Source: an optimization exercise on an open RTL-to-GDS flow (aim: small area, a short achievable clock period and few clock cycles). Production flows keep margins and buffers that such runs may drop.
Function was checked by simulation only, so behaviour that the tests miss may differ from the original.
Power and IR drop assume default switching activity.

==> design/flow/design.v <==
`default_nettype none
package hts_pkg;
    localparam int unsigned NUM_CORNERS = 8;
    localparam int unsigned NUM_MINS    = 6;
    localparam int unsigned MAX_TETS    = 6;
    localparam int unsigned TET_WIDTH   = 32;
    typedef logic [2:0] t_corner;
    typedef logic [2:0] t_tet_idx;
    typedef logic [1:0] t_nbits;
    typedef logic [2:0] t_diag;
    typedef enum logic [1:0] {
        ROT_NONE = 2'd0,
        ROT_120  = 2'd1,
        ROT_240  = 2'd2
    } t_rot;
    localparam t_tet_idx TET_LAST_FIVE = 3'd4;
    localparam t_tet_idx TET_LAST_SIX  = 3'd5;
    function automatic t_corner corner_perm(input t_corner r, input t_corner k);
        case ({r, k})
            6'd0: corner_perm = 3'd0; 6'd1: corner_perm = 3'd1; 6'd2: corner_perm = 3'd2; 6'd3: corner_perm = 3'd3;
            6'd4: corner_perm = 3'd4; 6'd5: corner_perm = 3'd5; 6'd6: corner_perm = 3'd6; 6'd7: corner_perm = 3'd7;
            6'd8: corner_perm = 3'd1; 6'd9: corner_perm = 3'd0; 6'd10: corner_perm = 3'd4; 6'd11: corner_perm = 3'd5;
            6'd12: corner_perm = 3'd2; 6'd13: corner_perm = 3'd3; 6'd14: corner_perm = 3'd7; 6'd15: corner_perm = 3'd6;
            6'd16: corner_perm = 3'd2; 6'd17: corner_perm = 3'd1; 6'd18: corner_perm = 3'd5; 6'd19: corner_perm = 3'd6;
            6'd20: corner_perm = 3'd3; 6'd21: corner_perm = 3'd0; 6'd22: corner_perm = 3'd4; 6'd23: corner_perm = 3'd7;
            6'd24: corner_perm = 3'd3; 6'd25: corner_perm = 3'd0; 6'd26: corner_perm = 3'd1; 6'd27: corner_perm = 3'd2;
            6'd28: corner_perm = 3'd7; 6'd29: corner_perm = 3'd4; 6'd30: corner_perm = 3'd5; 6'd31: corner_perm = 3'd6;
            6'd32: corner_perm = 3'd4; 6'd33: corner_perm = 3'd0; 6'd34: corner_perm = 3'd3; 6'd35: corner_perm = 3'd7;
            6'd36: corner_perm = 3'd5; 6'd37: corner_perm = 3'd1; 6'd38: corner_perm = 3'd2; 6'd39: corner_perm = 3'd6;
            6'd40: corner_perm = 3'd5; 6'd41: corner_perm = 3'd1; 6'd42: corner_perm = 3'd0; 6'd43: corner_perm = 3'd4;
            6'd44: corner_perm = 3'd6; 6'd45: corner_perm = 3'd2; 6'd46: corner_perm = 3'd3; 6'd47: corner_perm = 3'd7;
            6'd48: corner_perm = 3'd6; 6'd49: corner_perm = 3'd2; 6'd50: corner_perm = 3'd1; 6'd51: corner_perm = 3'd5;
            6'd52: corner_perm = 3'd7; 6'd53: corner_perm = 3'd3; 6'd54: corner_perm = 3'd0; 6'd55: corner_perm = 3'd4;
            6'd56: corner_perm = 3'd7; 6'd57: corner_perm = 3'd3; 6'd58: corner_perm = 3'd2; 6'd59: corner_perm = 3'd6;
            6'd60: corner_perm = 3'd4; 6'd61: corner_perm = 3'd0; 6'd62: corner_perm = 3'd1; 6'd63: corner_perm = 3'd5;
            default: corner_perm = 3'd0;
        endcase
    endfunction
    function automatic t_rot rot_of_bits(input t_diag bits);
        case (bits)
            3'd0: rot_of_bits = t_rot'(2'd0);
            3'd1: rot_of_bits = t_rot'(2'd1);
            3'd2: rot_of_bits = t_rot'(2'd2);
            3'd3: rot_of_bits = t_rot'(2'd0);
            3'd4: rot_of_bits = t_rot'(2'd0);
            3'd5: rot_of_bits = t_rot'(2'd2);
            3'd6: rot_of_bits = t_rot'(2'd1);
            3'd7: rot_of_bits = t_rot'(2'd0);
            default: rot_of_bits = t_rot'(2'd0);
        endcase
    endfunction
    function automatic t_corner split_tab(input t_nbits n, input t_tet_idx k, input logic [1:0] c);
        case ({n, k, c})
            7'd0: split_tab = 3'd0; 7'd1: split_tab = 3'd1; 7'd2: split_tab = 3'd2; 7'd3: split_tab = 3'd5;
            7'd4: split_tab = 3'd0; 7'd5: split_tab = 3'd2; 7'd6: split_tab = 3'd7; 7'd7: split_tab = 3'd5;
            7'd8: split_tab = 3'd0; 7'd9: split_tab = 3'd2; 7'd10: split_tab = 3'd3; 7'd11: split_tab = 3'd7;
            7'd12: split_tab = 3'd0; 7'd13: split_tab = 3'd5; 7'd14: split_tab = 3'd7; 7'd15: split_tab = 3'd4;
            7'd16: split_tab = 3'd2; 7'd17: split_tab = 3'd7; 7'd18: split_tab = 3'd5; 7'd19: split_tab = 3'd6;
            7'd20: split_tab = 3'd0; 7'd21: split_tab = 3'd0; 7'd22: split_tab = 3'd0; 7'd23: split_tab = 3'd0;
            7'd32: split_tab = 3'd0; 7'd33: split_tab = 3'd5; 7'd34: split_tab = 3'd7; 7'd35: split_tab = 3'd4;
            7'd36: split_tab = 3'd0; 7'd37: split_tab = 3'd1; 7'd38: split_tab = 3'd7; 7'd39: split_tab = 3'd5;
            7'd40: split_tab = 3'd1; 7'd41: split_tab = 3'd6; 7'd42: split_tab = 3'd7; 7'd43: split_tab = 3'd5;
            7'd44: split_tab = 3'd0; 7'd45: split_tab = 3'd7; 7'd46: split_tab = 3'd2; 7'd47: split_tab = 3'd3;
            7'd48: split_tab = 3'd0; 7'd49: split_tab = 3'd7; 7'd50: split_tab = 3'd1; 7'd51: split_tab = 3'd2;
            7'd52: split_tab = 3'd1; 7'd53: split_tab = 3'd7; 7'd54: split_tab = 3'd6; 7'd55: split_tab = 3'd2;
            7'd64: split_tab = 3'd0; 7'd65: split_tab = 3'd4; 7'd66: split_tab = 3'd5; 7'd67: split_tab = 3'd6;
            7'd68: split_tab = 3'd0; 7'd69: split_tab = 3'd3; 7'd70: split_tab = 3'd7; 7'd71: split_tab = 3'd6;
            7'd72: split_tab = 3'd0; 7'd73: split_tab = 3'd7; 7'd74: split_tab = 3'd4; 7'd75: split_tab = 3'd6;
            7'd76: split_tab = 3'd0; 7'd77: split_tab = 3'd1; 7'd78: split_tab = 3'd2; 7'd79: split_tab = 3'd5;
            7'd80: split_tab = 3'd0; 7'd81: split_tab = 3'd3; 7'd82: split_tab = 3'd6; 7'd83: split_tab = 3'd2;
            7'd84: split_tab = 3'd0; 7'd85: split_tab = 3'd6; 7'd86: split_tab = 3'd5; 7'd87: split_tab = 3'd2;
            7'd96: split_tab = 3'd0; 7'd97: split_tab = 3'd2; 7'd98: split_tab = 3'd3; 7'd99: split_tab = 3'd6;
            7'd100: split_tab = 3'd0; 7'd101: split_tab = 3'd3; 7'd102: split_tab = 3'd7; 7'd103: split_tab = 3'd6;
            7'd104: split_tab = 3'd0; 7'd105: split_tab = 3'd7; 7'd106: split_tab = 3'd4; 7'd107: split_tab = 3'd6;
            7'd108: split_tab = 3'd0; 7'd109: split_tab = 3'd5; 7'd110: split_tab = 3'd6; 7'd111: split_tab = 3'd4;
            7'd112: split_tab = 3'd1; 7'd113: split_tab = 3'd5; 7'd114: split_tab = 3'd6; 7'd115: split_tab = 3'd0;
            7'd116: split_tab = 3'd1; 7'd117: split_tab = 3'd6; 7'd118: split_tab = 3'd2; 7'd119: split_tab = 3'd0;
            default: split_tab = 3'd0;
        endcase
    endfunction
    function automatic t_corner rot_map(input t_rot rot, input t_corner l);
        case ({rot, l})
            5'b01_001: rot_map = 3'd4;
            5'b01_100: rot_map = 3'd3;
            5'b01_011: rot_map = 3'd1;
            5'b01_101: rot_map = 3'd7;
            5'b01_111: rot_map = 3'd2;
            5'b01_010: rot_map = 3'd5;
            5'b10_001: rot_map = 3'd3;
            5'b10_011: rot_map = 3'd4;
            5'b10_100: rot_map = 3'd1;
            5'b10_101: rot_map = 3'd2;
            5'b10_010: rot_map = 3'd7;
            5'b10_111: rot_map = 3'd5;
            default:   rot_map = l;
        endcase
    endfunction
    function automatic logic [1:0] cmp8(input logic [7:0] a, input logic [7:0] b);
        logic [7:0] l0, g0;
        logic [3:0] l1, g1;
        logic [1:0] l2, g2;
        l0 = ~a & b;
        g0 = a & ~b;
        for (int i = 0; i < 4; i++) begin
            l1[i] = l0[2*i+1] | (~g0[2*i+1] & l0[2*i]);
            g1[i] = g0[2*i+1] | (~l0[2*i+1] & g0[2*i]);
        end
        for (int i = 0; i < 2; i++) begin
            l2[i] = l1[2*i+1] | (~g1[2*i+1] & l1[2*i]);
            g2[i] = g1[2*i+1] | (~l1[2*i+1] & g1[2*i]);
        end
        cmp8[1] = l2[1] | (~g2[1] & l2[0]);
        cmp8[0] = g2[1] | (~l2[1] & g2[0]);
    endfunction
    function automatic t_nbits nbits(input t_diag d);
        case (d)
            3'b000:                 nbits = 2'd0;
            3'b001, 3'b010, 3'b100: nbits = 2'd1;
            3'b011, 3'b101, 3'b110: nbits = 2'd2;
            default:                nbits = 2'd3;
        endcase
    endfunction
    function automatic logic [7:0] onehot(input t_corner c);
        for (int i = 0; i < 8; i++) begin
            onehot[i] = (c == 3'(i));
        end
    endfunction
endpackage
`default_nettype wire
`default_nettype none
module hexahedron_to_tetrahedra_split #(
    parameter int unsigned INDEX_WIDTH = 32
) (
    input  logic                          i_clk,
    input  logic                          i_rst_n,
    input  logic                          i_valid,
    output logic                          o_stall,
    input  logic [INDEX_WIDTH-1:0]        i_vertex_0,
    input  logic [INDEX_WIDTH-1:0]        i_vertex_1,
    input  logic [INDEX_WIDTH-1:0]        i_vertex_2,
    input  logic [INDEX_WIDTH-1:0]        i_vertex_3,
    input  logic [INDEX_WIDTH-1:0]        i_vertex_4,
    input  logic [INDEX_WIDTH-1:0]        i_vertex_5,
    input  logic [INDEX_WIDTH-1:0]        i_vertex_6,
    input  logic [INDEX_WIDTH-1:0]        i_vertex_7,
    output logic                          o_valid,
    input  logic                          i_stall,
    output logic [hts_pkg::TET_WIDTH-1:0] o_tet_a,
    output logic [hts_pkg::TET_WIDTH-1:0] o_tet_b,
    output logic [hts_pkg::TET_WIDTH-1:0] o_tet_c,
    output logic [hts_pkg::TET_WIDTH-1:0] o_tet_d,
    output logic                          o_last_of_run
);
    localparam int unsigned W  = INDEX_WIDTH;
    localparam int unsigned NB = W / 8;        
    logic [7:0][W-1:0] w_in_v;
    assign w_in_v[0] = i_vertex_0;
    assign w_in_v[1] = i_vertex_1;
    assign w_in_v[2] = i_vertex_2;
    assign w_in_v[3] = i_vertex_3;
    assign w_in_v[4] = i_vertex_4;
    assign w_in_v[5] = i_vertex_5;
    assign w_in_v[6] = i_vertex_6;
    assign w_in_v[7] = i_vertex_7;
    logic [NB-1:0] r_ph;                    
    logic          r_done;                  
    logic          w_first;
    logic [7:0][7:0] w_byte;
    assign w_first = r_ph[0];
    always_comb begin
        for (int k = 0; k < 8; k++) begin
            w_byte[k] = '0;
            for (int b = 0; b < NB; b++) begin
                w_byte[k] = w_byte[k] | (w_in_v[k][8*b +: 8] & {8{r_ph[b]}});
            end
        end
    end
    logic [7:0][7:0] r_lt;
    function automatic logic is_edge(input int i, input int j);
        case (i * 8 + j)
            1, 3, 4, 10, 13, 19, 22, 31, 37, 39, 46, 55: is_edge = 1'b1;
            default: is_edge = 1'b0;
        endcase
    endfunction
    logic [7:0][7:0][1:0] w_cmp;
    always_comb begin
        w_cmp = '0;
        for (int x = 1; x < 8; x++) begin
            for (int y = 0; y < x; y++) begin
                w_cmp[x][y] = hts_pkg::cmp8(w_byte[x], w_byte[y]);
            end
        end
    end
    always_ff @(posedge i_clk) begin
        for (int x = 1; x < 8; x++) begin
            for (int y = 0; y < x; y++) begin
                r_lt[x][y] <= w_cmp[x][y][1] || (!w_cmp[x][y][0] && !w_first && r_lt[x][y]);
                if (is_edge(y, x)) begin
                    r_lt[y][x] <= w_cmp[x][y][0] || (!w_cmp[x][y][1] && !w_first && r_lt[y][x]);
                end
            end
        end
    end
    logic [7:0]       w_win;                 
    logic [7:0][2:0]  w_dr;                  
    logic [3:0][7:0]  w_sel0;                
    hts_pkg::t_diag   w_bits;
    logic [2:0]       w_m;                   
    logic [2:0][2:0]  w_sig;                 
    logic [3:1][2:0]  w_loc0;                
    logic [3:1][2:0]  w_code0;               
    logic [2:0]       r_m;                   
    logic [2:0][2:0]  r_sig;
    hts_pkg::t_diag   r_bits;                
    logic [5:0]       r_k;                   
    logic [3:0][2:0]  s_loc;                 
    logic [3:0][2:0]  s_code;                
    logic [3:0][7:0]  s_sel;                 
    assign w_win[0] = !r_lt[1][0] && !r_lt[2][0] && !r_lt[3][0] && !r_lt[4][0] && !r_lt[5][0] && !r_lt[6][0] && !r_lt[7][0];
    assign w_dr[0][2] = (r_lt[1][2] || r_lt[6][2]) && (r_lt[1][5] || r_lt[6][5]);
    assign w_dr[0][1] = (r_lt[3][2] || r_lt[6][2]) && (r_lt[3][7] || r_lt[6][7]);
    assign w_dr[0][0] = (r_lt[4][5] || r_lt[6][5]) && (r_lt[4][7] || r_lt[6][7]);
    assign w_win[1] = r_lt[1][0] && !r_lt[2][1] && !r_lt[3][1] && !r_lt[4][1] && !r_lt[5][1] && !r_lt[6][1] && !r_lt[7][1];
    assign w_dr[1][2] = (r_lt[0][4] || r_lt[7][4]) && (r_lt[0][3] || r_lt[7][3]);
    assign w_dr[1][1] = (r_lt[5][4] || r_lt[7][4]) && (r_lt[5][6] || r_lt[7][6]);
    assign w_dr[1][0] = (r_lt[2][3] || r_lt[7][3]) && (r_lt[2][6] || r_lt[7][6]);
    assign w_win[2] = r_lt[2][0] && r_lt[2][1] && !r_lt[3][2] && !r_lt[4][2] && !r_lt[5][2] && !r_lt[6][2] && !r_lt[7][2];
    assign w_dr[2][2] = (r_lt[1][5] || r_lt[4][5]) && (r_lt[1][0] || r_lt[4][0]);
    assign w_dr[2][1] = (r_lt[6][5] || r_lt[4][5]) && (r_lt[6][7] || r_lt[4][7]);
    assign w_dr[2][0] = (r_lt[3][0] || r_lt[4][0]) && (r_lt[3][7] || r_lt[4][7]);
    assign w_win[3] = r_lt[3][0] && r_lt[3][1] && r_lt[3][2] && !r_lt[4][3] && !r_lt[5][3] && !r_lt[6][3] && !r_lt[7][3];
    assign w_dr[3][2] = (r_lt[0][1] || r_lt[5][1]) && (r_lt[0][4] || r_lt[5][4]);
    assign w_dr[3][1] = (r_lt[2][1] || r_lt[5][1]) && (r_lt[2][6] || r_lt[5][6]);
    assign w_dr[3][0] = (r_lt[7][4] || r_lt[5][4]) && (r_lt[7][6] || r_lt[5][6]);
    assign w_win[4] = r_lt[4][0] && r_lt[4][1] && r_lt[4][2] && r_lt[4][3] && !r_lt[5][4] && !r_lt[6][4] && !r_lt[7][4];
    assign w_dr[4][2] = (r_lt[0][3] || r_lt[2][3]) && (r_lt[0][1] || r_lt[2][1]);
    assign w_dr[4][1] = (r_lt[7][3] || r_lt[2][3]) && (r_lt[7][6] || r_lt[2][6]);
    assign w_dr[4][0] = (r_lt[5][1] || r_lt[2][1]) && (r_lt[5][6] || r_lt[2][6]);
    assign w_win[5] = r_lt[5][0] && r_lt[5][1] && r_lt[5][2] && r_lt[5][3] && r_lt[5][4] && !r_lt[6][5] && !r_lt[7][5];
    assign w_dr[5][2] = (r_lt[1][0] || r_lt[3][0]) && (r_lt[1][2] || r_lt[3][2]);
    assign w_dr[5][1] = (r_lt[4][0] || r_lt[3][0]) && (r_lt[4][7] || r_lt[3][7]);
    assign w_dr[5][0] = (r_lt[6][2] || r_lt[3][2]) && (r_lt[6][7] || r_lt[3][7]);
    assign w_win[6] = r_lt[6][0] && r_lt[6][1] && r_lt[6][2] && r_lt[6][3] && r_lt[6][4] && r_lt[6][5] && !r_lt[7][6];
    assign w_dr[6][2] = (r_lt[2][1] || r_lt[0][1]) && (r_lt[2][3] || r_lt[0][3]);
    assign w_dr[6][1] = (r_lt[5][1] || r_lt[0][1]) && (r_lt[5][4] || r_lt[0][4]);
    assign w_dr[6][0] = (r_lt[7][3] || r_lt[0][3]) && (r_lt[7][4] || r_lt[0][4]);
    assign w_win[7] = r_lt[7][0] && r_lt[7][1] && r_lt[7][2] && r_lt[7][3] && r_lt[7][4] && r_lt[7][5] && r_lt[7][6];
    assign w_dr[7][2] = (r_lt[3][2] || r_lt[1][2]) && (r_lt[3][0] || r_lt[1][0]);
    assign w_dr[7][1] = (r_lt[6][2] || r_lt[1][2]) && (r_lt[6][5] || r_lt[1][5]);
    assign w_dr[7][0] = (r_lt[4][0] || r_lt[1][0]) && (r_lt[4][5] || r_lt[1][5]);
    assign w_sel0[0] = w_win;
    assign w_m[0] = w_win[1] || w_win[2] || w_win[5] || w_win[6];
    assign w_m[1] = w_win[2] || w_win[3] || w_win[6] || w_win[7];
    assign w_m[2] = w_win[4] || w_win[5] || w_win[6] || w_win[7];
    assign w_sig[0][0] = (w_win[0] && (w_dr[0] == 3'b000 || w_dr[0] == 3'b011 || w_dr[0] == 3'b100 || w_dr[0] == 3'b111)) || (w_win[1] && (w_dr[1] == 3'b000 || w_dr[1] == 3'b011 || w_dr[1] == 3'b100 || w_dr[1] == 3'b111)) || (w_win[2] && (w_dr[2] == 3'b001 || w_dr[2] == 3'b110)) || (w_win[3] && (w_dr[3] == 3'b010 || w_dr[3] == 3'b101)) || (w_win[4] && (w_dr[4] == 3'b001 || w_dr[4] == 3'b110)) || (w_win[5] && (w_dr[5] == 3'b010 || w_dr[5] == 3'b101)) || (w_win[6] && (w_dr[6] == 3'b001 || w_dr[6] == 3'b110)) || (w_win[7] && (w_dr[7] == 3'b010 || w_dr[7] == 3'b101));
    assign w_sig[0][1] = (w_win[0] && (w_dr[0] == 3'b001 || w_dr[0] == 3'b110)) || (w_win[1] && (w_dr[1] == 3'b001 || w_dr[1] == 3'b110)) || (w_win[2] && (w_dr[2] == 3'b010 || w_dr[2] == 3'b101)) || (w_win[3] && (w_dr[3] == 3'b000 || w_dr[3] == 3'b011 || w_dr[3] == 3'b100 || w_dr[3] == 3'b111)) || (w_win[4] && (w_dr[4] == 3'b010 || w_dr[4] == 3'b101)) || (w_win[5] && (w_dr[5] == 3'b000 || w_dr[5] == 3'b011 || w_dr[5] == 3'b100 || w_dr[5] == 3'b111)) || (w_win[6] && (w_dr[6] == 3'b010 || w_dr[6] == 3'b101)) || (w_win[7] && (w_dr[7] == 3'b000 || w_dr[7] == 3'b011 || w_dr[7] == 3'b100 || w_dr[7] == 3'b111));
    assign w_sig[0][2] = (w_win[0] && (w_dr[0] == 3'b010 || w_dr[0] == 3'b101)) || (w_win[1] && (w_dr[1] == 3'b010 || w_dr[1] == 3'b101)) || (w_win[2] && (w_dr[2] == 3'b000 || w_dr[2] == 3'b011 || w_dr[2] == 3'b100 || w_dr[2] == 3'b111)) || (w_win[3] && (w_dr[3] == 3'b001 || w_dr[3] == 3'b110)) || (w_win[4] && (w_dr[4] == 3'b000 || w_dr[4] == 3'b011 || w_dr[4] == 3'b100 || w_dr[4] == 3'b111)) || (w_win[5] && (w_dr[5] == 3'b001 || w_dr[5] == 3'b110)) || (w_win[6] && (w_dr[6] == 3'b000 || w_dr[6] == 3'b011 || w_dr[6] == 3'b100 || w_dr[6] == 3'b111)) || (w_win[7] && (w_dr[7] == 3'b001 || w_dr[7] == 3'b110));
    assign w_sig[1][0] = (w_win[0] && (w_dr[0] == 3'b010 || w_dr[0] == 3'b101)) || (w_win[1] && (w_dr[1] == 3'b001 || w_dr[1] == 3'b110)) || (w_win[2] && (w_dr[2] == 3'b000 || w_dr[2] == 3'b011 || w_dr[2] == 3'b100 || w_dr[2] == 3'b111)) || (w_win[3] && (w_dr[3] == 3'b000 || w_dr[3] == 3'b011 || w_dr[3] == 3'b100 || w_dr[3] == 3'b111)) || (w_win[4] && (w_dr[4] == 3'b010 || w_dr[4] == 3'b101)) || (w_win[5] && (w_dr[5] == 3'b001 || w_dr[5] == 3'b110)) || (w_win[6] && (w_dr[6] == 3'b010 || w_dr[6] == 3'b101)) || (w_win[7] && (w_dr[7] == 3'b001 || w_dr[7] == 3'b110));
    assign w_sig[1][1] = (w_win[0] && (w_dr[0] == 3'b000 || w_dr[0] == 3'b011 || w_dr[0] == 3'b100 || w_dr[0] == 3'b111)) || (w_win[1] && (w_dr[1] == 3'b010 || w_dr[1] == 3'b101)) || (w_win[2] && (w_dr[2] == 3'b001 || w_dr[2] == 3'b110)) || (w_win[3] && (w_dr[3] == 3'b001 || w_dr[3] == 3'b110)) || (w_win[4] && (w_dr[4] == 3'b000 || w_dr[4] == 3'b011 || w_dr[4] == 3'b100 || w_dr[4] == 3'b111)) || (w_win[5] && (w_dr[5] == 3'b010 || w_dr[5] == 3'b101)) || (w_win[6] && (w_dr[6] == 3'b000 || w_dr[6] == 3'b011 || w_dr[6] == 3'b100 || w_dr[6] == 3'b111)) || (w_win[7] && (w_dr[7] == 3'b010 || w_dr[7] == 3'b101));
    assign w_sig[1][2] = (w_win[0] && (w_dr[0] == 3'b001 || w_dr[0] == 3'b110)) || (w_win[1] && (w_dr[1] == 3'b000 || w_dr[1] == 3'b011 || w_dr[1] == 3'b100 || w_dr[1] == 3'b111)) || (w_win[2] && (w_dr[2] == 3'b010 || w_dr[2] == 3'b101)) || (w_win[3] && (w_dr[3] == 3'b010 || w_dr[3] == 3'b101)) || (w_win[4] && (w_dr[4] == 3'b001 || w_dr[4] == 3'b110)) || (w_win[5] && (w_dr[5] == 3'b000 || w_dr[5] == 3'b011 || w_dr[5] == 3'b100 || w_dr[5] == 3'b111)) || (w_win[6] && (w_dr[6] == 3'b001 || w_dr[6] == 3'b110)) || (w_win[7] && (w_dr[7] == 3'b000 || w_dr[7] == 3'b011 || w_dr[7] == 3'b100 || w_dr[7] == 3'b111));
    assign w_sig[2][0] = (w_win[0] && (w_dr[0] == 3'b001 || w_dr[0] == 3'b110)) || (w_win[1] && (w_dr[1] == 3'b010 || w_dr[1] == 3'b101)) || (w_win[2] && (w_dr[2] == 3'b010 || w_dr[2] == 3'b101)) || (w_win[3] && (w_dr[3] == 3'b001 || w_dr[3] == 3'b110)) || (w_win[4] && (w_dr[4] == 3'b000 || w_dr[4] == 3'b011 || w_dr[4] == 3'b100 || w_dr[4] == 3'b111)) || (w_win[5] && (w_dr[5] == 3'b000 || w_dr[5] == 3'b011 || w_dr[5] == 3'b100 || w_dr[5] == 3'b111)) || (w_win[6] && (w_dr[6] == 3'b000 || w_dr[6] == 3'b011 || w_dr[6] == 3'b100 || w_dr[6] == 3'b111)) || (w_win[7] && (w_dr[7] == 3'b000 || w_dr[7] == 3'b011 || w_dr[7] == 3'b100 || w_dr[7] == 3'b111));
    assign w_sig[2][1] = (w_win[0] && (w_dr[0] == 3'b010 || w_dr[0] == 3'b101)) || (w_win[1] && (w_dr[1] == 3'b000 || w_dr[1] == 3'b011 || w_dr[1] == 3'b100 || w_dr[1] == 3'b111)) || (w_win[2] && (w_dr[2] == 3'b000 || w_dr[2] == 3'b011 || w_dr[2] == 3'b100 || w_dr[2] == 3'b111)) || (w_win[3] && (w_dr[3] == 3'b010 || w_dr[3] == 3'b101)) || (w_win[4] && (w_dr[4] == 3'b001 || w_dr[4] == 3'b110)) || (w_win[5] && (w_dr[5] == 3'b001 || w_dr[5] == 3'b110)) || (w_win[6] && (w_dr[6] == 3'b001 || w_dr[6] == 3'b110)) || (w_win[7] && (w_dr[7] == 3'b001 || w_dr[7] == 3'b110));
    assign w_sig[2][2] = (w_win[0] && (w_dr[0] == 3'b000 || w_dr[0] == 3'b011 || w_dr[0] == 3'b100 || w_dr[0] == 3'b111)) || (w_win[1] && (w_dr[1] == 3'b001 || w_dr[1] == 3'b110)) || (w_win[2] && (w_dr[2] == 3'b001 || w_dr[2] == 3'b110)) || (w_win[3] && (w_dr[3] == 3'b000 || w_dr[3] == 3'b011 || w_dr[3] == 3'b100 || w_dr[3] == 3'b111)) || (w_win[4] && (w_dr[4] == 3'b010 || w_dr[4] == 3'b101)) || (w_win[5] && (w_dr[5] == 3'b010 || w_dr[5] == 3'b101)) || (w_win[6] && (w_dr[6] == 3'b010 || w_dr[6] == 3'b101)) || (w_win[7] && (w_dr[7] == 3'b010 || w_dr[7] == 3'b101));
    assign w_loc0[1][0] = w_bits == 3'b000 || w_bits == 3'b001 || w_bits == 3'b010 || w_bits == 3'b100 || w_bits == 3'b111;
    assign w_loc0[1][1] = w_bits == 3'b111;
    assign w_loc0[1][2] = w_bits == 3'b001 || w_bits == 3'b010 || w_bits == 3'b011 || w_bits == 3'b100 || w_bits == 3'b101 || w_bits == 3'b110;
    assign w_code0[1][0] = ((w_sig[0][0] && w_loc0[1][0]) || (w_sig[0][1] && w_loc0[1][1]) || (w_sig[0][2] && w_loc0[1][2])) ^ w_m[0];
    assign w_code0[1][1] = ((w_sig[1][0] && w_loc0[1][0]) || (w_sig[1][1] && w_loc0[1][1]) || (w_sig[1][2] && w_loc0[1][2])) ^ w_m[1];
    assign w_code0[1][2] = ((w_sig[2][0] && w_loc0[1][0]) || (w_sig[2][1] && w_loc0[1][1]) || (w_sig[2][2] && w_loc0[1][2])) ^ w_m[2];
    assign w_sel0[1][0] = (w_code0[1] == 3'd0);
    assign w_sel0[1][1] = (w_code0[1] == 3'd1);
    assign w_sel0[1][2] = (w_code0[1] == 3'd3);
    assign w_sel0[1][3] = (w_code0[1] == 3'd2);
    assign w_sel0[1][4] = (w_code0[1] == 3'd4);
    assign w_sel0[1][5] = (w_code0[1] == 3'd5);
    assign w_sel0[1][6] = (w_code0[1] == 3'd7);
    assign w_sel0[1][7] = (w_code0[1] == 3'd6);
    assign w_loc0[2][0] = w_bits == 3'b000 || w_bits == 3'b011 || w_bits == 3'b101 || w_bits == 3'b110;
    assign w_loc0[2][1] = w_bits == 3'b000 || w_bits == 3'b001 || w_bits == 3'b010 || w_bits == 3'b100 || w_bits == 3'b111;
    assign w_loc0[2][2] = w_bits == 3'b001 || w_bits == 3'b010 || w_bits == 3'b011 || w_bits == 3'b100 || w_bits == 3'b101 || w_bits == 3'b110;
    assign w_code0[2][0] = ((w_sig[0][0] && w_loc0[2][0]) || (w_sig[0][1] && w_loc0[2][1]) || (w_sig[0][2] && w_loc0[2][2])) ^ w_m[0];
    assign w_code0[2][1] = ((w_sig[1][0] && w_loc0[2][0]) || (w_sig[1][1] && w_loc0[2][1]) || (w_sig[1][2] && w_loc0[2][2])) ^ w_m[1];
    assign w_code0[2][2] = ((w_sig[2][0] && w_loc0[2][0]) || (w_sig[2][1] && w_loc0[2][1]) || (w_sig[2][2] && w_loc0[2][2])) ^ w_m[2];
    assign w_sel0[2][0] = (w_code0[2] == 3'd0);
    assign w_sel0[2][1] = (w_code0[2] == 3'd1);
    assign w_sel0[2][2] = (w_code0[2] == 3'd3);
    assign w_sel0[2][3] = (w_code0[2] == 3'd2);
    assign w_sel0[2][4] = (w_code0[2] == 3'd4);
    assign w_sel0[2][5] = (w_code0[2] == 3'd5);
    assign w_sel0[2][6] = (w_code0[2] == 3'd7);
    assign w_sel0[2][7] = (w_code0[2] == 3'd6);
    assign w_loc0[3][0] = w_bits == 3'b000 || w_bits == 3'b011 || w_bits == 3'b101 || w_bits == 3'b110 || w_bits == 3'b111;
    assign w_loc0[3][1] = w_bits == 3'b011 || w_bits == 3'b101 || w_bits == 3'b110 || w_bits == 3'b111;
    assign w_loc0[3][2] = w_bits == 3'b000 || w_bits == 3'b001 || w_bits == 3'b010 || w_bits == 3'b011 || w_bits == 3'b100 || w_bits == 3'b101 || w_bits == 3'b110 || w_bits == 3'b111;
    assign w_code0[3][0] = ((w_sig[0][0] && w_loc0[3][0]) || (w_sig[0][1] && w_loc0[3][1]) || (w_sig[0][2] && w_loc0[3][2])) ^ w_m[0];
    assign w_code0[3][1] = ((w_sig[1][0] && w_loc0[3][0]) || (w_sig[1][1] && w_loc0[3][1]) || (w_sig[1][2] && w_loc0[3][2])) ^ w_m[1];
    assign w_code0[3][2] = ((w_sig[2][0] && w_loc0[3][0]) || (w_sig[2][1] && w_loc0[3][1]) || (w_sig[2][2] && w_loc0[3][2])) ^ w_m[2];
    assign w_sel0[3][0] = (w_code0[3] == 3'd0);
    assign w_sel0[3][1] = (w_code0[3] == 3'd1);
    assign w_sel0[3][2] = (w_code0[3] == 3'd3);
    assign w_sel0[3][3] = (w_code0[3] == 3'd2);
    assign w_sel0[3][4] = (w_code0[3] == 3'd4);
    assign w_sel0[3][5] = (w_code0[3] == 3'd5);
    assign w_sel0[3][6] = (w_code0[3] == 3'd7);
    assign w_sel0[3][7] = (w_code0[3] == 3'd6);
    assign s_loc[0][0] = (r_k[1] && (r_bits == 3'b001 || r_bits == 3'b010 || r_bits == 3'b100)) || (r_k[3] && (r_bits == 3'b000 || r_bits == 3'b111)) || (r_k[4] && (r_bits == 3'b001 || r_bits == 3'b010 || r_bits == 3'b100 || r_bits == 3'b111));
    assign s_loc[0][1] = (r_k[3] && (r_bits == 3'b000));
    assign s_loc[0][2] = '0;
    assign s_loc[1][0] = (r_k[0] && (r_bits == 3'b000 || r_bits == 3'b001 || r_bits == 3'b010 || r_bits == 3'b100)) || (r_k[1] && (r_bits == 3'b000 || r_bits == 3'b001 || r_bits == 3'b010 || r_bits == 3'b100)) || (r_k[2] && (r_bits == 3'b000 || r_bits == 3'b011 || r_bits == 3'b101 || r_bits == 3'b110 || r_bits == 3'b111)) || (r_k[3] && (r_bits == 3'b111)) || (r_k[4] && (r_bits == 3'b011 || r_bits == 3'b101 || r_bits == 3'b110 || r_bits == 3'b111));
    assign s_loc[1][1] = (r_k[0] && (r_bits == 3'b000 || r_bits == 3'b011 || r_bits == 3'b101 || r_bits == 3'b110 || r_bits == 3'b111)) || r_k[1] || (r_k[2] && (r_bits == 3'b001 || r_bits == 3'b010 || r_bits == 3'b100)) || (r_k[3] && (r_bits == 3'b000 || r_bits == 3'b001 || r_bits == 3'b010 || r_bits == 3'b011 || r_bits == 3'b100 || r_bits == 3'b101 || r_bits == 3'b110)) || (r_k[4] && (r_bits == 3'b001 || r_bits == 3'b010 || r_bits == 3'b011 || r_bits == 3'b100 || r_bits == 3'b101 || r_bits == 3'b110 || r_bits == 3'b111));
    assign s_loc[1][2] = (r_k[1] && (r_bits == 3'b001 || r_bits == 3'b010 || r_bits == 3'b011 || r_bits == 3'b100 || r_bits == 3'b101 || r_bits == 3'b110 || r_bits == 3'b111)) || (r_k[2] && (r_bits == 3'b000 || r_bits == 3'b001 || r_bits == 3'b010 || r_bits == 3'b100 || r_bits == 3'b111)) || (r_k[3] && (r_bits == 3'b000 || r_bits == 3'b001 || r_bits == 3'b010 || r_bits == 3'b100 || r_bits == 3'b111)) || (r_k[4] && (r_bits == 3'b001 || r_bits == 3'b010 || r_bits == 3'b011 || r_bits == 3'b100 || r_bits == 3'b101 || r_bits == 3'b110 || r_bits == 3'b111));
    assign s_loc[2][0] = (r_k[2] && (r_bits == 3'b001 || r_bits == 3'b010 || r_bits == 3'b011 || r_bits == 3'b100 || r_bits == 3'b101 || r_bits == 3'b110 || r_bits == 3'b111)) || r_k[3] || (r_k[4] && (r_bits == 3'b001 || r_bits == 3'b010 || r_bits == 3'b011 || r_bits == 3'b100 || r_bits == 3'b101 || r_bits == 3'b110 || r_bits == 3'b111));
    assign s_loc[2][1] = r_k[0] || (r_k[1] && (r_bits == 3'b000 || r_bits == 3'b001 || r_bits == 3'b010 || r_bits == 3'b100)) || r_k[2] || (r_k[3] && (r_bits == 3'b011 || r_bits == 3'b101 || r_bits == 3'b110 || r_bits == 3'b111)) || (r_k[4] && (r_bits == 3'b001 || r_bits == 3'b010 || r_bits == 3'b100 || r_bits == 3'b111));
    assign s_loc[2][2] = r_k[0] || (r_k[1] && (r_bits == 3'b001 || r_bits == 3'b010 || r_bits == 3'b011 || r_bits == 3'b100 || r_bits == 3'b101 || r_bits == 3'b110 || r_bits == 3'b111)) || (r_k[2] && (r_bits == 3'b000 || r_bits == 3'b111)) || (r_k[3] && (r_bits == 3'b000 || r_bits == 3'b011 || r_bits == 3'b101 || r_bits == 3'b110 || r_bits == 3'b111)) || (r_k[4] && (r_bits == 3'b001 || r_bits == 3'b010 || r_bits == 3'b011 || r_bits == 3'b100 || r_bits == 3'b101 || r_bits == 3'b110));
    assign s_loc[3][0] = r_k[0] || (r_k[1] && (r_bits == 3'b001 || r_bits == 3'b010 || r_bits == 3'b011 || r_bits == 3'b100 || r_bits == 3'b101 || r_bits == 3'b110 || r_bits == 3'b111)) || (r_k[2] && (r_bits == 3'b011 || r_bits == 3'b101 || r_bits == 3'b110)) || (r_k[3] && (r_bits == 3'b000 || r_bits == 3'b001 || r_bits == 3'b010 || r_bits == 3'b011 || r_bits == 3'b100 || r_bits == 3'b101 || r_bits == 3'b110)) || (r_k[4] && (r_bits == 3'b001 || r_bits == 3'b010 || r_bits == 3'b011 || r_bits == 3'b100 || r_bits == 3'b101 || r_bits == 3'b110));
    assign s_loc[3][1] = (r_k[0] && (r_bits == 3'b011 || r_bits == 3'b101 || r_bits == 3'b110 || r_bits == 3'b111)) || (r_k[1] && (r_bits == 3'b000 || r_bits == 3'b011 || r_bits == 3'b101 || r_bits == 3'b110 || r_bits == 3'b111)) || (r_k[2] && (r_bits == 3'b001 || r_bits == 3'b010 || r_bits == 3'b100)) || (r_k[3] && (r_bits == 3'b000 || r_bits == 3'b001 || r_bits == 3'b010 || r_bits == 3'b011 || r_bits == 3'b100 || r_bits == 3'b101 || r_bits == 3'b110)) || (r_k[4] && (r_bits == 3'b001 || r_bits == 3'b010 || r_bits == 3'b011 || r_bits == 3'b100 || r_bits == 3'b101 || r_bits == 3'b110));
    assign s_loc[3][2] = r_k[0] || r_k[1] || (r_k[2] && (r_bits == 3'b000 || r_bits == 3'b011 || r_bits == 3'b101 || r_bits == 3'b110 || r_bits == 3'b111)) || (r_k[3] && (r_bits == 3'b000));
    assign s_code[0][0] = ((r_sig[0][0] && s_loc[0][0]) || (r_sig[0][1] && s_loc[0][1]) || (r_sig[0][2] && s_loc[0][2])) ^ r_m[0];
    assign s_code[0][1] = ((r_sig[1][0] && s_loc[0][0]) || (r_sig[1][1] && s_loc[0][1]) || (r_sig[1][2] && s_loc[0][2])) ^ r_m[1];
    assign s_code[0][2] = ((r_sig[2][0] && s_loc[0][0]) || (r_sig[2][1] && s_loc[0][1]) || (r_sig[2][2] && s_loc[0][2])) ^ r_m[2];
    assign s_sel[0][0] = (s_code[0] == 3'd0);
    assign s_sel[0][1] = (s_code[0] == 3'd1);
    assign s_sel[0][2] = (s_code[0] == 3'd3);
    assign s_sel[0][3] = (s_code[0] == 3'd2);
    assign s_sel[0][4] = (s_code[0] == 3'd4);
    assign s_sel[0][5] = (s_code[0] == 3'd5);
    assign s_sel[0][6] = (s_code[0] == 3'd7);
    assign s_sel[0][7] = (s_code[0] == 3'd6);
    assign s_code[1][0] = ((r_sig[0][0] && s_loc[1][0]) || (r_sig[0][1] && s_loc[1][1]) || (r_sig[0][2] && s_loc[1][2])) ^ r_m[0];
    assign s_code[1][1] = ((r_sig[1][0] && s_loc[1][0]) || (r_sig[1][1] && s_loc[1][1]) || (r_sig[1][2] && s_loc[1][2])) ^ r_m[1];
    assign s_code[1][2] = ((r_sig[2][0] && s_loc[1][0]) || (r_sig[2][1] && s_loc[1][1]) || (r_sig[2][2] && s_loc[1][2])) ^ r_m[2];
    assign s_sel[1][0] = (s_code[1] == 3'd0);
    assign s_sel[1][1] = (s_code[1] == 3'd1);
    assign s_sel[1][2] = (s_code[1] == 3'd3);
    assign s_sel[1][3] = (s_code[1] == 3'd2);
    assign s_sel[1][4] = (s_code[1] == 3'd4);
    assign s_sel[1][5] = (s_code[1] == 3'd5);
    assign s_sel[1][6] = (s_code[1] == 3'd7);
    assign s_sel[1][7] = (s_code[1] == 3'd6);
    assign s_code[2][0] = ((r_sig[0][0] && s_loc[2][0]) || (r_sig[0][1] && s_loc[2][1]) || (r_sig[0][2] && s_loc[2][2])) ^ r_m[0];
    assign s_code[2][1] = ((r_sig[1][0] && s_loc[2][0]) || (r_sig[1][1] && s_loc[2][1]) || (r_sig[1][2] && s_loc[2][2])) ^ r_m[1];
    assign s_code[2][2] = ((r_sig[2][0] && s_loc[2][0]) || (r_sig[2][1] && s_loc[2][1]) || (r_sig[2][2] && s_loc[2][2])) ^ r_m[2];
    assign s_sel[2][0] = (s_code[2] == 3'd0);
    assign s_sel[2][1] = (s_code[2] == 3'd1);
    assign s_sel[2][2] = (s_code[2] == 3'd3);
    assign s_sel[2][3] = (s_code[2] == 3'd2);
    assign s_sel[2][4] = (s_code[2] == 3'd4);
    assign s_sel[2][5] = (s_code[2] == 3'd5);
    assign s_sel[2][6] = (s_code[2] == 3'd7);
    assign s_sel[2][7] = (s_code[2] == 3'd6);
    assign s_code[3][0] = ((r_sig[0][0] && s_loc[3][0]) || (r_sig[0][1] && s_loc[3][1]) || (r_sig[0][2] && s_loc[3][2])) ^ r_m[0];
    assign s_code[3][1] = ((r_sig[1][0] && s_loc[3][0]) || (r_sig[1][1] && s_loc[3][1]) || (r_sig[1][2] && s_loc[3][2])) ^ r_m[1];
    assign s_code[3][2] = ((r_sig[2][0] && s_loc[3][0]) || (r_sig[2][1] && s_loc[3][1]) || (r_sig[2][2] && s_loc[3][2])) ^ r_m[2];
    assign s_sel[3][0] = (s_code[3] == 3'd0);
    assign s_sel[3][1] = (s_code[3] == 3'd1);
    assign s_sel[3][2] = (s_code[3] == 3'd3);
    assign s_sel[3][3] = (s_code[3] == 3'd2);
    assign s_sel[3][4] = (s_code[3] == 3'd4);
    assign s_sel[3][5] = (s_code[3] == 3'd5);
    assign s_sel[3][6] = (s_code[3] == 3'd7);
    assign s_sel[3][7] = (s_code[3] == 3'd6);
    always_comb begin
        w_bits = '0;
        for (int i = 0; i < 8; i++) begin
            if (w_win[i]) begin
                w_bits = w_bits | w_dr[i];
            end
        end
    end
    logic [7:0][W-1:0]     r_v;
    logic                  r_vld;
    logic                  r_last;
    logic [3:0][7:0]       r_sel;                  
    logic w_free;
    logic w_load;
    logic w_take;
    logic w_start;
    assign w_take  = r_vld && !i_stall;
    assign w_start = !r_vld || r_last;             
    assign w_free  = !r_vld || (r_last && !i_stall);
    assign o_stall = !(r_done && w_free);
    assign w_load  = i_valid && r_done && w_free;
    logic s_last;
    assign s_last = (r_k[3] && r_bits == 3'd0) || r_k[4];
    always_ff @(posedge i_clk) begin
        if (!i_rst_n) begin
            r_vld  <= 1'b0;
            r_ph   <= NB'(1);
            r_done <= 1'b0;
        end else begin
            if (w_load) begin
                r_vld <= 1'b1;
            end else if (w_take && r_last) begin
                r_vld <= 1'b0;
            end
            if (w_load) begin
                r_ph   <= NB'(1);
                r_done <= 1'b0;
            end else if (i_valid && !r_done) begin
                if (!r_ph[NB-1]) begin
                    r_ph <= {r_ph[NB-2:0], 1'b0};
                end
                r_done <= r_ph[NB-1];
            end
        end
    end
    always_ff @(posedge i_clk) begin
        if (r_done && w_free) begin
            r_v    <= w_in_v;
            r_bits <= w_bits;
            r_m    <= w_m;
            r_sig  <= w_sig;
        end
        if (w_load || w_take) begin
            if (w_start) begin
                r_k    <= 6'b000001;
                r_sel  <= w_sel0;
                r_last <= 1'b0;
            end else begin
                r_k    <= {r_k[4:0], 1'b0};
                r_sel  <= s_sel;
                r_last <= s_last;
            end
        end
    end
    logic [3:0][W-1:0] w_tet;
    always_comb begin
        w_tet = '0;
        for (int c = 0; c < 4; c++) begin
            for (int k = 0; k < 8; k++) begin
                w_tet[c] = w_tet[c] | (r_v[k] & {W{r_sel[c][k]}});
            end
        end
    end
    assign o_valid       = r_vld;
    assign o_last_of_run = r_last;
    assign o_tet_a       = w_tet[0];
    assign o_tet_b       = w_tet[1];
    assign o_tet_c       = w_tet[2];
    assign o_tet_d       = w_tet[3];
endmodule
`default_nettype wire
==> design/flow/flow/run.sh <==
#!/bin/bash
# Standard layout, with the port buffers made of plain buf_1 cells instead of
# the default delay buffers. Every tool's output goes to a log in this folder.
set -euo pipefail
echo 'export BUFFER_PORTS_ARGS = -buffer_cell sky130_fd_sc_hd__buf_1' >> config.mk
bash standard.sh > standard_flow.log 2>&1
==> design/flow/standard.sh <==
#!/bin/bash
# synth_recipe.tcl (not shown) runs the flow's synth.tcl, then flattens the netlist and writes it again
# the make line also repeats each setting of config.mk as NAME=value (left out here)
make -C /OpenROAD-flow-scripts/flow DESIGN_CONFIG=/design/flow/config.mk WORK_HOME=/design/flow/orfs CLKGATE_MAP_FILE= SYNTH_SCRIPT=/design/flow/synth_recipe.tcl "${@:-finish}"
==> design/flow/config.mk <==
export PLATFORM = sky130hd
export DESIGN_NAME = hexahedron_to_tetrahedra_split
export DESIGN_NICKNAME = hexahedron_to_tetrahedra_split
export VERILOG_FILES = /design/flow/design.v
export SDC_FILE = /design/flow/constraint.sdc
export NUM_CORES = 4
export LEC_CHECK = 0
export CAP_MARGIN = 20
export CORE_MARGIN = 2
export CORE_UTILIZATION = 50
export PLACE_DENSITY = 0.75
export SETUP_SLACK_MARGIN = 3.1
export SLEW_MARGIN = 20
export BUFFER_PORTS_ARGS = -buffer_cell sky130_fd_sc_hd__buf_1
==> design/flow/constraint.sdc <==
create_clock -name core_clock -period 6.5 [get_ports {i_clk}]
set_input_delay 1.3000 -clock core_clock [delete_from_list [all_inputs] [get_ports {i_clk}]]
set_output_delay 1.3000 -clock core_clock [all_outputs]
set_load 0.01 [all_outputs]
==> summary.txt <==
==> flip-flops by register name, summed over array words and instances, names as in the netlist <==
| signal | flops |
|---|---|
| r_ph | 4 |
| r_last | 1 |
| r_lt | 40 |
| r_vld | 1 |
| r_m | 3 |
| r_v | 256 |
| r_sig | 9 |
| r_sel | 32 |
| r_k | 5 |
| r_done | 1 |
| r_bits | 3 |
==> worst paths after layout <==
| kind | start | to | slack [ns] | cells past startpoint |
|---|---|---|---|---|
| max | i_vertex_6[17] | r_lt[22]$_DFF_P_ | 3.03 | 8 |
| max reg2reg | r_ph[2]$_SDFFE_PP0P_ | r_lt[25]$_DFF_P_ | 3.14 | 9 |
| min | r_lt[55]$_DFF_P_ | r_lt[55]$_DFF_P_ | 0.56 | 2 |
| min reg2reg | r_lt[55]$_DFF_P_ | r_lt[55]$_DFF_P_ | 0.56 | 2 |
==> logic make-up after synthesis <==
group | Yosys count | share of synthesized area (%)
AO/OA/AOI/OAI | 1000 | 31.8
XOR/XNOR | 20 | 0.752
adder cells (fa/ha/maj) | 146 | 6.62
buffers and inverters | 229 | 4.13
flip-flops | 355 | 43.8
multiplexers | 20 | 0.875
AND/OR/NAND/NOR | 531 | 12.0
==> layout make-up <==
cell class	count	area (um2)	area share, %
clock buffer	56	1140	4.18
antenna	10	25.0	0.0913
tap	607	759	2.77
multi-input combinational	1717	12700	46.4
clock inverter	18	171	0.626
sequential	355	10200	37.4
inverter	30	118	0.429
timing repair buffer	466	2220	8.11
==> stage by stage <==
step                cell area (um2)  total power, mW  utilization (%)  setup WS, ns
finish                        27400             7.21             59.2          3.03
floorplan                     23400             3.95                -         0.597
CTS                           26900             6.96             58.2          3.10
detailed placement            25200             4.57             54.4          2.17
global placement              25200             4.53             54.4          2.21
global route                  27400             7.36             59.2          3.01
==> layer usage <==
metal / share of wire (%) / global-route usage, %
met1: 33 / 59.4
met3: 19 / 26.7
met2: 39 / 66.0
met4: 8.3 / 26.4
met5: 0.047 / 1.77
==> critical path: cells and delay by family <==
family	cells	cell delay, ns
AO/OA/AOI/OAI	5	1.74
adder cells (fa/ha/maj)	2	0.78
buffers and inverters	1	0.09
==> power groups by stage <==
stage                     clock [mW]  combinational (mW)  sequential, mW
after CTS                       2.32                1.84            2.81
after global routing            2.41                2.10            2.85
final                           2.34                2.01            2.86
after floorplan                    0                1.21            2.74
after global placement             0                1.70            2.83
after detailed placement           0                1.74            2.83
==> timing repair <==
item | 4_1_cts | 5_1_grt
buffers inserted | 19 | 10
gates resized for setup | 57 | 105
pin swaps | 13 | 22
endpoints found under the setup margin | 54 | 97
==> cell usage in the layout (no fill, tap or decap), drive strengths merged, types with 7 or more instances in the layout <==
cell type,n
a211oi,26
a21oi,48
a221o,7
a221oi,32
a222oi,9
a22o,10
a22oi,635
a31oi,22
and2,63
and3,15
buf,466
clkbuf,56
clkinv,15
dfxtp,46
diode,10
edfxtp,309
ha,16
inv,29
maj3,128
mux2i,20
nand2,159
nand3,26
nand4,138
nor2,63
nor2b,12
nor3,25
o211ai,17
o21ai,63
o221ai,15
o22ai,61
xnor2,14
==> results.sh <==
export IMPL_status="timing/DRC/antenna clean"
export IMPL_power_clock_fraction_pct=32.5
export IMPL_setup_repair_after_global_routing_missed_its_margin="true"
export IMPL_placed_cells=3146
export IMPL_hold_path_class="reg -> reg"
export IMPL_synth_avg_cell_area_um2=10.1
export IMPL_synth_area_um2=23300
export IMPL_number_of_clock_buffers_inserted_by_tritoncts=41
export IMPL_worst_path_largest_cell_delay_ns=0.49
export IMPL_routed_via_density=8.10
export IMPL_tns_ns=0
export IMPL_gp_congestion=1.05
export IMPL_setup_viol=0
export IMPL_worst_ep_required_ns=6.97
export IMPL_synth_top_cells_by_area="sky130_fd_sc_hd__edfxtp_1 (40%), sky130_fd_sc_hd__a22oi_1 (20%), sky130_fd_sc_hd__maj3_1 (4.8%)"
export IMPL_yosysTopAreaCell="sky130_fd_sc_hd__edfxtp_1"
export IMPL_crit_path_max_fanout=8
export IMPL_drtIter0Drc=7183
export IMPL_portBuffers=390
export IMPL_number_of_drc_violations_after_detailed_routing=0
export IMPL_synth_cells_most_frequent="sky130_fd_sc_hd__a22oi_1 (632), sky130_fd_sc_hd__edfxtp_1 (309), sky130_fd_sc_hd__nand2_1 (159)"
export IMPL_layout_cell_share_with_drive_strength_beyond_1_pct=12.1
export IMPL_cts_hold_buffers_added=0
export IMPL_vias=26400
export IMPL_hold_ws_ns=0.561
export IMPL_design_portCount=391
export IMPL_cts_clk_slew_worst_paths_ns=0.06
export IMPL_ordered_list_of_cells_on_the_worst_path="buf_1, a22o_1, a221o_1, maj3_1, o21ai_0, maj3_2, o21ai_0, a311o_1"
export IMPL_floorplan_initialDensity_pct=50.4
export IMPL_post_synth_inst_count=2301
export IMPL_synth_edf_count=309
export IMPL_antenna_left=0
export IMPL_synthToLayoutAreaGrowth_pct=17.5
export IMPL_cell_internal_pwr_mw=4.71
export IMPL_post_route_min_period_ns=3.47
export IMPL_drt_pass1_iterations=17
export IMPL_synth_largest_type_area_fraction_pct=39.8
export IMPL_max_cap_violations=0
export IMPL_finalNonFillerCells=3259
export IMPL_drt_wirelength_per_cell_um=37.4
export IMPL_clock_tree_from_tritoncts="yes"
export IMPL_critical_path_most_common_cell="sky130_fd_sc_hd__o21ai_0"
export IMPL_core_area_um2=46300
export IMPL_slew_viol_final=0
export IMPL_cellLeakagePower_nw=8.72
export IMPL_num_rows=79
export IMPL_fmax_mhz=288
export IMPL_power_density_nw_per_um2=263
export IMPL_tightestPinTransition_ns=0.857
export IMPL_wire_length_of_the_first_global_routing_pass_um=169000
export IMPL_vdd_drop_max_v=0.000225
export IMPL_die_x_um=220
export IMPL_routed_wirelength_um=122000
export IMPL_maximum_count_of_clock_buffers_along_a_single_path=3
export IMPL_die_area_um2=48400
export IMPL_yosys_cell_count_top_type="sky130_fd_sc_hd__a22oi_1"
export IMPL_die_height_um=220
export IMPL_grt_max_degree=121
export IMPL_critical_path_startpoint_type="primary input"
export IMPL_cts_htree_levels=2
export IMPL_clock_skew_final_ns=0.0350
export IMPL_critical_path_slowest_cell="sky130_fd_sc_hd__a221o_1"
export IMPL_clock_insertion_delay_worst_skew_ns=0.59
export IMPL_netSwitchingPower_mw=2.50
export IMPL_yosys_register_bits=355
export IMPL_antenna_found_initial=17
export IMPL_synth_cell_types=82
export IMPL_cts_num_sinks=355
export IMPL_grt_overflow_total=0
export IMPL_clockRootBuffer="sky130_fd_sc_hd__clkbuf_16"
export IMPL_sw_frac_of_total_pct=34.7
export IMPL_synth_main_ff_cell="sky130_fd_sc_hd__edfxtp_1"
export IMPL_grt_pass1_vias=24400
export IMPL_synthesis_nets=2579
export IMPL_synth_warning_count=1
export IMPL_detailedPlacementHpwl_um=80300
export IMPL_power_frac_seq_pct=39.6
export IMPL_worstSetupEndpointType="register"
export IMPL_total_routing_resource_utilization_after_global_routing_pct=48.1
export IMPL_crit_type="in -> reg"
export IMPL_synthArstFlopShare_pct=0
export IMPL_yosysSeqAreaShare_pct=43.8
export IMPL_worst_slew_margin_rel_pct=42.8
export IMPL_cp_data_arrival_time_ns=3.94
export IMPL_timing_final_hold_violations=0
export IMPL_period_share_pct=53.4
export IMPL_nNetsFinal=2889
export IMPL_fillCellCount=3936
export IMPL_power_frac_comb_pct=27.9
Testbench counts, summed over its fixed seeds: cycles 18,491.

[port drivers added, routing unchanged]
No port has a modelled driver above. Below, the same layout with a new extraction and two added sets of constraints. Step 1: set_driving_cell puts a clkbuf_16 on i_clk and a buf_2 on each other input, an assumption about the parent block. Step 2 also shifts input and output timing later by t, the mid clock arrival at the registers, as if the neighbouring blocks saw the same clock. a / b / c = ideal / step 1 / step 2; a / b = the first two.
t, ns: 0.635
setup WS [ns]: 3.027 / 2.978 / 2.418
worst setup path at the end: input to register
worst data-port slew with drivers (ns): 0.13
cell pins on the clock port's net: 1
After both steps this run still meets setup and hold. The setup slack of this run moves by -0.049 ns with the drivers and by -0.609 ns with both steps.
